Background: an optimization exercise with open tools, aiming at small area, a short achievable clock period and few clock cycles per item. Do not read the settings as production practice.
At most, simulation tests tie the RTL to the original design; equivalence was not proved.

==> module tablet_adaptive_delta_decoder_unit, before the edit <==
module tablet_adaptive_delta_decoder_unit
#(
    parameter int TOOLS     = TOOLS_DEF,
    parameter int SHIFT_MAX = SHIFT_MAX_DEF
) (
    input  logic        clk,
    input  logic        rst_n,
    input  logic        din_valid,
    output logic        din_ready,
    input  logic        din_action,
    input  logic        din_tool,
    input  logic [2:0]  din_channel,
    input  logic [4:0]  din_raw_code,
    input  logic [15:0] din_load_value,
    input  logic [3:0]  din_load_shift,
    output logic        dout_valid,
    input  logic        dout_ready,
    output logic [15:0] dout_value,
    output logic [3:0]  dout_step_out,
    output logic        dout_held,
    input  logic        psel,
    input  logic        penable,
    input  logic        pwrite,
    input  logic [2:0]  paddr,
    input  logic [31:0] pwdata,
    output logic [31:0] prdata,
    output logic        pready
);
    logic [15:0] max_x_reg, max_y_reg;
    logic        cfg_wr;
    assign pready = 1'b1;
    assign cfg_wr = psel && penable && pwrite;
    assign prdata = {16'd0, (paddr[2] == REG_MAX_Y) ? max_y_reg : max_x_reg};
    always_ff @(posedge clk or negedge rst_n)
    begin
        if (!rst_n)
        begin
            max_x_reg <= 16'hffff;
            max_y_reg <= 16'hffff;
        end
        else if (cfg_wr)
        begin
            if (paddr[2] == REG_MAX_X)
                max_x_reg <= pwdata[15:0];
            else
                max_y_reg <= pwdata[15:0];
        end
    end
    logic s1_valid_reg, out_valid_reg, clr1_reg, clr2_reg;
    logic out_free, s1_adv, in_ready;
    assign out_free  = !out_valid_reg || dout_ready;
    assign s1_adv    = s1_valid_reg && out_free;
    assign in_ready  = !s1_valid_reg || out_free;
    assign din_ready = in_ready && !clr1_reg && !clr2_reg;
    always_ff @(posedge clk or negedge rst_n)
    begin
        if (!rst_n)
        begin
            s1_valid_reg  <= 1'b0;
            out_valid_reg <= 1'b0;
            clr1_reg      <= 1'b1;
            clr2_reg      <= 1'b1;
        end
        else
        begin
            clr1_reg <= 1'b0;
            clr2_reg <= clr1_reg;
            if (din_ready)
                s1_valid_reg <= din_valid;
            if (out_free)
                out_valid_reg <= s1_valid_reg;
        end
    end
    localparam int DEPTH = 14;
    logic [15:0] raw_mem   [DEPTH];
    logic [3:0]  shift_mem [DEPTH];
    logic [DEPTH-1:0] hold_mem;
    function automatic logic [DEPTH-1:0] entry_sel(input logic tool, input logic [2:0] ch);
        for (int e = 0; e < DEPTH; e++)
            entry_sel[e] = (tool == (e >= 7)) && (ch == 3'(e % 7));
    endfunction
    logic        s1_action_reg;
    logic [2:0]  s1_channel_reg;
    logic [15:0] s1_opnd_reg;       
    logic        s1_neg_reg, s1_ovf_reg, s1_hcode_reg;
    logic [3:0]  s1_f_reg;          
    logic [2:0]  s1_chg_reg;        
    logic [DEPTH-1:0] s1_sel_reg;   
    logic [15:0] s1_raw0_reg;       
    logic        s1_hold0_reg;      
    logic [DEPTH-1:0] in_sel, we;
    logic        in_unused, in_zero, in_load, s1_same;
    logic [3:0]  in_sh0, shift_n;
    logic [15:0] in_raw0, raw_n;
    logic        in_hold0, hold_n;
    logic [3:0]  in_mag;
    logic        in_big, in_neg, in_hcode, in_ovf;
    logic [2:0]  in_chg;
    logic [6:0]  in_base;
    logic [21:0] in_delta;
    assign in_sel    = entry_sel(din_tool, din_channel);
    assign in_unused = (din_channel == CH_UNUSED);
    assign in_zero   = in_unused || clr1_reg;
    assign in_load   = (din_action == ACT_LOAD) || in_zero;
    assign s1_same   = s1_valid_reg && |(s1_sel_reg & in_sel);
    assign we        = clr2_reg ? '1 : s1_adv ? s1_sel_reg : '0;
    always_comb
    begin
        in_sh0   = 4'd0;
        in_raw0  = 16'd0;
        in_hold0 = 1'b0;
        for (int e = 0; e < DEPTH; e++)
            if (in_sel[e])
            begin
                in_sh0  = in_sh0 | shift_mem[e];
                in_raw0 = in_raw0 | raw_mem[e];
                if (e % 7 == 4 || e % 7 == 5)
                    in_hold0 = in_hold0 | hold_mem[e];
            end
        if (s1_same)
        begin
            in_sh0   = shift_n;
            in_raw0  = raw_n;
            in_hold0 = hold_n;
        end
    end
    tadd_code u_code (
        .channel (din_channel),
        .code    (din_raw_code),
        .mag     (in_mag),
        .big     (in_big),
        .neg     (in_neg),
        .hcode   (in_hcode),
        .chg     (in_chg)
    );
    assign in_base  = in_big ? PRESS_BIG : {3'b000, in_mag};
    assign in_delta = 22'(in_base) << in_sh0;
    assign in_ovf   = |in_delta[21:16] && (din_channel != CH_ROT);
    always_ff @(posedge clk)
    begin
        if (in_ready)
        begin
            s1_action_reg  <= in_load;
            s1_channel_reg <= din_channel;
            s1_sel_reg     <= clr1_reg ? '0 : in_sel;
            s1_raw0_reg    <= in_raw0;
            s1_hold0_reg   <= in_hold0 && !clr1_reg;
            s1_neg_reg     <= in_neg;
            s1_ovf_reg     <= in_ovf;
            s1_hcode_reg   <= in_hcode;
            if (in_zero)
            begin
                s1_opnd_reg <= 16'd0;
                s1_f_reg    <= 4'd0;
                s1_chg_reg  <= 3'd0;
            end
            else if (din_action == ACT_LOAD)
            begin
                s1_opnd_reg <= din_load_value;
                s1_f_reg    <= din_load_shift;
                s1_chg_reg  <= 3'd0;
            end
            else
            begin
                s1_opnd_reg <= in_delta[15:0];
                s1_f_reg    <= in_sh0;
                s1_chg_reg  <= in_chg;
            end
        end
    end
    logic [15:0] value;
    tadd_update u_update (
        .action     (s1_action_reg),
        .channel    (s1_channel_reg),
        .opnd       (s1_opnd_reg),
        .neg        (s1_neg_reg),
        .ovf        (s1_ovf_reg),
        .hcode      (s1_hcode_reg),
        .f          (s1_f_reg),
        .chg        (s1_chg_reg),
        .raw0       (s1_raw0_reg),
        .hold0      (s1_hold0_reg),
        .max_x      (max_x_reg),
        .max_y      (max_y_reg),
        .raw_n      (raw_n),
        .shift_n    (shift_n),
        .hold_n     (hold_n),
        .value      (value)
    );
    always_ff @(posedge clk)
    begin
        for (int e = 0; e < DEPTH; e++)
            if (we[e])
            begin
                raw_mem[e]   <= raw_n;
                shift_mem[e] <= shift_n;
                if (e % 7 == 4 || e % 7 == 5)
                    hold_mem[e] <= hold_n;
            end
    end
    tadd_pkg::result_t out_reg;
    always_ff @(posedge clk)
    begin
        if (s1_adv)
            out_reg <= {value, shift_n, hold_n};
    end
    assign dout_valid    = out_valid_reg;
    assign dout_value    = out_reg.value;
    assign dout_step_out = out_reg.step_out;
    assign dout_held     = out_reg.held;
endmodule
==> flow/config.mk <==
export PLATFORM = sky130hd
export DESIGN_NAME = tablet_adaptive_delta_decoder_unit
export DESIGN_NICKNAME = tablet_adaptive_delta_decoder_unit
export VERILOG_FILES = /design/flow/design.v
export SDC_FILE = /design/flow/constraint.sdc
export NUM_CORES = 4
export LEC_CHECK = 0
export ABC_AREA = 1
export ABC_CLOCK_PERIOD_IN_PS = 4000
export CAP_MARGIN = 20
export CORE_MARGIN = 2
export CORE_UTILIZATION = 40
export CTS_BUF_LIST = sky130_fd_sc_hd__clkbuf_8
export CTS_CLUSTER_DIAMETER = 60
export CTS_CLUSTER_SIZE = 16
export PLACE_DENSITY = 0.75
export SLEW_MARGIN = 20
export TNS_END_PERCENT = 10
==> flow/constraint.sdc <==
create_clock -name core_clock -period 10.0 [get_ports {clk}]
set_input_delay 2.0000 -clock core_clock [delete_from_list [all_inputs] [get_ports {clk}]]
set_output_delay 2.0000 -clock core_clock [all_outputs]
set_load 0.01 [all_outputs]
standard.sh (not shown) runs the stock make flow with config.mk's settings and CLKGATE_MAP_FILE= SYNTH_SCRIPT=/design/flow/synth_recipe.tcl, a recipe that flattens the netlist after the stock synthesis.
==> flow/flow/run.sh <==
#!/bin/bash
# The standard layout, with synthesis leaving adders to abc instead of
# mapping them to the half and full adder cells first, the port buffers
# made of plain buf_2 cells, and timing repair aimed at a setup slack of
# 5.5 ns (the clock period and constraints are unchanged).
export ADDER_MAP_FILE=
export BUFFER_PORTS_ARGS="-buffer_cell sky130_fd_sc_hd__buf_2"
export SETUP_SLACK_MARGIN=5.5
bash standard.sh > standard.log 2>&1
Then changed:
--- a/flow/design.v
+++ b/flow/design.v
@@ -339,8 +339,8 @@
     logic [3:0]  s1_f_reg;          
     logic [2:0]  s1_chg_reg;        
-    logic [DEPTH-1:0] s1_sel_reg;   
+    logic        s1_tool_reg;
     logic [15:0] s1_raw0_reg;       
     logic        s1_hold0_reg;      
-    logic [DEPTH-1:0] in_sel, we;
+    logic [DEPTH-1:0] in_sel, s1_sel, we;
     logic        in_unused, in_zero, in_load, s1_same;
     logic [3:0]  in_sh0, shift_n;
@@ -356,6 +356,7 @@
     assign in_zero   = in_unused || clr1_reg;
     assign in_load   = (din_action == ACT_LOAD) || in_zero;
-    assign s1_same   = s1_valid_reg && |(s1_sel_reg & in_sel);
-    assign we        = clr2_reg ? '1 : s1_adv ? s1_sel_reg : '0;
+    assign s1_sel    = entry_sel(s1_tool_reg, s1_channel_reg);
+    assign s1_same   = s1_valid_reg && |(s1_sel & in_sel);
+    assign we        = clr2_reg ? '1 : s1_adv ? s1_sel : '0;
     always_comb
     begin
@@ -395,6 +396,6 @@
         begin
             s1_action_reg  <= in_load;
-            s1_channel_reg <= din_channel;
-            s1_sel_reg     <= clr1_reg ? '0 : in_sel;
+            s1_tool_reg    <= din_tool;
+            s1_channel_reg <= clr1_reg ? CH_UNUSED : din_channel;
             s1_raw0_reg    <= in_raw0;
             s1_hold0_reg   <= in_hold0 && !clr1_reg;
The changed run finished with timing, DRC and antenna clean.
Worst setup slack got worse by 0.012 ns.
Hold slack is worse by 0.12 ns.
Via count hardly moves.
Clock-buffer cell count goes down by 2.
Maximum frequency is about the same.
Die area decreases by 2.8%.
Final area fell by about 2%.
Final cell count is lower by about 2.6%.
Testbench counts after the change, summed over its fixed seeds: cycles 24,016, items 24,000.
No functional check of the RTL was part of the first run of this note.

static timing again, ports no longer ideal:
No port has a modelled driver above. Below, the same layouts with a new extraction and two added sets of constraints. Step 1 assumes that a clkbuf_16 drives the clock port and a buf_2 every other input. Step 2 moves the port delays by t, midway between the first and last clock arrival at a register: inputs arrive t later, outputs are due t later. That takes back most of the time a late clock gives input paths. Three values: no drivers, after step 1, after step 2; two values: the first two.
run	t (ns)	setup WS [ns]	hold slack, ns	worst slew at a driven data input, ns	cell pins on the clock port's net
the first run	0.657	5.416 / 5.260 / 4.815	0.497 / 0.497 / 0.497	0.17	1
the second run	0.649	5.404 / 5.358 / 4.854	0.379 / 0.379 / 0.379	0.06	1
After both steps every run listed still meets setup and hold. The setup slack of the first run, which loses most, moves by -0.156 ns with the drivers and by -0.601 ns with both steps.
